This design comes from an exercise in tuning for a short achievable clock period and few clock cycles per item on the open sky130 flow, not from production work.
Power is estimated from default activity; no workload was simulated.

==> module mdrs_emit, before the edit <==
module mdrs_emit (
	input  logic        clk,
	input  logic        arst_n,
	output logic        rst_q,        
	input  logic        s_valid,
	input  logic        s_push,
	input  logic        s_match,
	input  logic        s_eoi,
	input  logic [7:0]  s_byte,
	input  logic [1:0]  s_idx,
	input  logic [mdrs_pkg::PTR_W-1:0] s_back,
	input  logic        p0,
	input  logic        p1,
	output logic        in_ready,
	output logic             res_valid,
	input  logic             res_ready,
	output logic [7:0]       res_out_byte,
	output logic             res_is_data,
	output logic             res_matched,
	output logic [1:0]       res_separator_index,
	output logic             res_last
);
	localparam int N  = mdrs_pkg::BUF_N;
	localparam int PW = mdrs_pkg::PTR_W;
	always_ff @(posedge clk or negedge arst_n) begin
		if (!arst_n) rst_q <= 1'b0;
		else         rst_q <= 1'b1;
	end
	logic [PW-1:0] wr_q, cm_q;
	logic [3:0]    fill_q;
	logic          full;
	logic [PW-1:0] pos;
	logic          ovf;
	assign full = fill_q[3];
	assign pos  = wr_q + s_back;
	assign ovf  = s_valid && s_push && full;
	always_ff @(posedge clk) begin
		if (!rst_q) begin
			wr_q   <= '0;
			cm_q   <= '0;
			fill_q <= '0;
		end else if (s_valid) begin
			wr_q <= pos + PW'(1);
			if (s_push) begin
				if (full) cm_q <= cm_q + PW'(1);
				else      fill_q <= fill_q + 4'd1;
			end else begin
				cm_q   <= pos + PW'(1);
				fill_q <= '0;
			end
		end
	end
	logic [N-1:0]  w_en;        
	logic [N-1:0]  l_en;        
	logic [7:0]    w_byte;
	logic          w_data;
	logic          w_matched;
	logic [1:0]    w_idx;
	logic          w_last;
	logic [PW-1:0] cm_v;        
	always_ff @(posedge clk) begin
		for (int i = 0; i < N; i++) begin
			w_en[i] <= rst_q && s_valid && (pos == PW'(i));
			l_en[i] <= rst_q && ovf && (cm_q == PW'(i));
		end
		cm_v <= rst_q ? cm_q : '0;
		w_byte    <= s_push ? s_byte : 8'd0;
		w_data    <= s_push;
		w_matched <= s_match;
		w_idx     <= s_match ? s_idx : 2'd0;
		w_last    <= !s_push;
	end
	logic [N-1:0][7:0] bq_byte;
	logic [N-1:0]      bq_data;
	logic [N-1:0]      bq_matched;
	logic [N-1:0][1:0] bq_idx;
	logic [N-1:0]      bq_last;
	always_ff @(posedge clk) begin
		for (int i = 0; i < N; i++) begin
			if (w_en[i]) begin
				bq_byte[i]    <= w_byte;
				bq_data[i]    <= w_data;
				bq_matched[i] <= w_matched;
				bq_idx[i]     <= w_idx;
			end
			if (w_en[i])      bq_last[i] <= w_last;
			else if (l_en[i]) bq_last[i] <= 1'b1;
		end
	end
	logic          o_valid_q;
	logic [7:0]    o_byte_q;
	logic          o_data_q;
	logic          o_matched_q;
	logic [1:0]    o_idx_q;
	logic          o_last_q;
	logic [PW-1:0] rd_q;
	logic [PW-1:0] rd1_q;       
	logic [PW-1:0] rd2_q;       
	logic [PW-1:0] rd3_q;       
	logic [12:0]   r0_q, r1_q, r2_q;
	logic          t_q;
	logic [PW-1:0] c_q;
	logic          taken;
	logic [12:0]   ent_lo;      
	logic [12:0]   ent_hi;      
	logic          vld_lo;
	logic          vld_hi;
	assign taken  = o_valid_q && res_ready;
	assign ent_lo = t_q ? r1_q : r0_q;
	assign ent_hi = t_q ? r2_q : r1_q;
	assign vld_lo = (rd_q != c_q);
	assign vld_hi = (rd1_q != c_q);
	always_ff @(posedge clk) begin
		r0_q <= {bq_byte[rd_q], bq_data[rd_q], bq_matched[rd_q], bq_idx[rd_q], bq_last[rd_q]};
		r1_q <= {bq_byte[rd1_q], bq_data[rd1_q], bq_matched[rd1_q], bq_idx[rd1_q], bq_last[rd1_q]};
		r2_q <= {bq_byte[rd2_q], bq_data[rd2_q], bq_matched[rd2_q], bq_idx[rd2_q], bq_last[rd2_q]};
		c_q  <= rst_q ? cm_v : '0;
		t_q  <= rst_q && taken;
	end
	always_ff @(posedge clk or negedge arst_n) begin
		if (!arst_n) begin
			o_valid_q <= 1'b0;
		end else begin
			o_valid_q <= taken ? vld_hi : vld_lo;
		end
	end
	always_ff @(posedge clk) begin
		if (!rst_q) begin
			rd_q  <= '0;
			rd1_q <= PW'(1);
			rd2_q <= PW'(2);
			rd3_q <= PW'(3);
		end else if (taken) begin
			rd_q  <= rd1_q;
			rd1_q <= rd2_q;
			rd2_q <= rd3_q;
			rd3_q <= rd3_q + PW'(1);
		end
	end
	always_ff @(posedge clk) begin
		{o_byte_q, o_data_q, o_matched_q, o_idx_q, o_last_q} <= taken ? ent_hi : ent_lo;
	end
	logic [PW-1:0] occ;
	logic          rdy_q;
	assign occ = wr_q - rd_q;
	always_ff @(posedge clk or negedge arst_n) begin
		if (!arst_n) begin
			rdy_q <= 1'b0;
		end else begin
			rdy_q <= rst_q && (({1'b0, occ} + (PW+1)'(s_valid) + (PW+1)'(p1) + (PW+1)'(p0) +
				(PW+1)'(rdy_q)) <= (PW+1)'(N - 2));
		end
	end
	assign in_ready            = rdy_q;
	assign res_valid           = o_valid_q;
	assign res_out_byte        = o_byte_q;
	assign res_is_data         = o_data_q;
	assign res_matched         = o_matched_q;
	assign res_separator_index = o_idx_q;
	assign res_last            = o_last_q;
endmodule
Settings: LEC_CHECK=0, ABC_CLOCK_PERIOD_IN_PS=3500, CAP_MARGIN=20, CORE_MARGIN=2, CORE_UTILIZATION=40, SLEW_MARGIN=20; clock period 16.0 ns.
standard.sh (not shown) runs the stock make flow with config.mk's settings and CLKGATE_MAP_FILE= SYNTH_SCRIPT=/design/flow/synth_recipe.tcl, a recipe that flattens the netlist after the stock synthesis.
==> flow/flow/run.sh <==
#!/bin/bash
# The standard layout, with the timing repair steps (after floorplan, CTS and
# global route) aiming for extra setup slack beyond the design's clock period.
# The constraints (SDC) are the design's, unchanged.
bash standard.sh SETUP_SLACK_MARGIN=12 finish > standard.log 2>&1
Next try:
--- a/flow/design.v
+++ b/flow/design.v
@@ -303,53 +303,40 @@
 	logic [1:0]    o_idx_q;
 	logic          o_last_q;
 	logic [PW-1:0] rd_q;
 	logic [PW-1:0] rd1_q;       
 	logic [PW-1:0] rd2_q;       
-	logic [PW-1:0] rd3_q;       
-	logic [12:0]   r0_q, r1_q, r2_q;
-	logic          t_q;
-	logic [PW-1:0] c_q;
 	logic          taken;
-	logic [12:0]   ent_lo;      
-	logic [12:0]   ent_hi;      
-	logic          vld_lo;
-	logic          vld_hi;
-	assign taken  = o_valid_q && res_ready;
-	assign ent_lo = t_q ? r1_q : r0_q;
-	assign ent_hi = t_q ? r2_q : r1_q;
-	assign vld_lo = (rd_q != c_q);
-	assign vld_hi = (rd1_q != c_q);
-	always_ff @(posedge clk) begin
-		r0_q <= {bq_byte[rd_q], bq_data[rd_q], bq_matched[rd_q], bq_idx[rd_q], bq_last[rd_q]};
-		r1_q <= {bq_byte[rd1_q], bq_data[rd1_q], bq_matched[rd1_q], bq_idx[rd1_q], bq_last[rd1_q]};
-		r2_q <= {bq_byte[rd2_q], bq_data[rd2_q], bq_matched[rd2_q], bq_idx[rd2_q], bq_last[rd2_q]};
-		c_q  <= rst_q ? cm_v : '0;
-		t_q  <= rst_q && taken;
-	end
+	logic [12:0]   ent_0;       
+	logic [12:0]   ent_1;       
+	logic          vld_0;       
+	logic          vld_1;       
+	assign taken = o_valid_q && res_ready;
+	assign ent_0 = {bq_byte[rd_q], bq_data[rd_q], bq_matched[rd_q], bq_idx[rd_q], bq_last[rd_q]};
+	assign ent_1 = {bq_byte[rd1_q], bq_data[rd1_q], bq_matched[rd1_q], bq_idx[rd1_q], bq_last[rd1_q]};
+	assign vld_0 = (rd_q != cm_v);
+	assign vld_1 = (rd1_q != cm_v);
 	always_ff @(posedge clk or negedge arst_n) begin
 		if (!arst_n) begin
 			o_valid_q <= 1'b0;
 		end else begin
-			o_valid_q <= taken ? vld_hi : vld_lo;
+			o_valid_q <= taken ? vld_1 : vld_0;
 		end
 	end
 	always_ff @(posedge clk) begin
 		if (!rst_q) begin
 			rd_q  <= '0;
 			rd1_q <= PW'(1);
 			rd2_q <= PW'(2);
-			rd3_q <= PW'(3);
 		end else if (taken) begin
 			rd_q  <= rd1_q;
 			rd1_q <= rd2_q;
-			rd2_q <= rd3_q;
-			rd3_q <= rd3_q + PW'(1);
+			rd2_q <= rd2_q + PW'(1);
 		end
 	end
 	always_ff @(posedge clk) begin
-		{o_byte_q, o_data_q, o_matched_q, o_idx_q, o_last_q} <= taken ? ent_hi : ent_lo;
+		{o_byte_q, o_data_q, o_matched_q, o_idx_q, o_last_q} <= taken ? ent_1 : ent_0;
 	end
 	logic [PW-1:0] occ;
 	logic          rdy_q;
 	assign occ = wr_q - rd_q;
 	always_ff @(posedge clk or negedge arst_n) begin
Result: The new run passed the timing, DRC and antenna checks. Fmax is higher slightly. Hold slack barely changes. Final area is lower by roughly a tenth. Wire length is lower by roughly a tenth. Power is lower by a little under a tenth. Register-to-register slack is better by 0.52 ns. Count of clock-buffer cells in the layout is higher by 7. Setup slack is better by 0.085 ns. Sequential cell count is lower by 50. Combinational power is lower by about a fifth. Global-route usage is higher by 0.28 points.
No run of this note included a check of the RTL's function; only the layout flow was run.

[what the ideal ports hide]
How much do the figures lean on ideal ports? The routed layouts below were timed once more, with nothing changed but the port constraints. Step 1: set_driving_cell puts a clkbuf_16 on clk and a buf_2 on each other input, an assumption about the parent block. Step 2 times the ports against the registers' clock, not the clock port: input delays grow and output delays shrink by t, the midpoint of the rising clock arrivals with the driver on. Slacks: ideal ports / drivers / drivers and shift; pairs: ideal ports / drivers.
run | t (ns) | setup slack, ns | hold WS [ns] | clock arrival spread, ns
the first run | 0.790 | 11.481 / 11.413 / 11.414 | 0.325 / 0.325 / 0.325 | 0.040 / 0.040
the second run | 0.761 | 11.566 / 11.502 / 10.846 | 0.325 / 0.325 / 0.325 | 0.055 / 0.054
After both steps setup and hold are still met in every run listed. For the second run, which loses most, drivers alone change the setup slack by -0.064 ns; drivers and shift together by -0.720 ns.
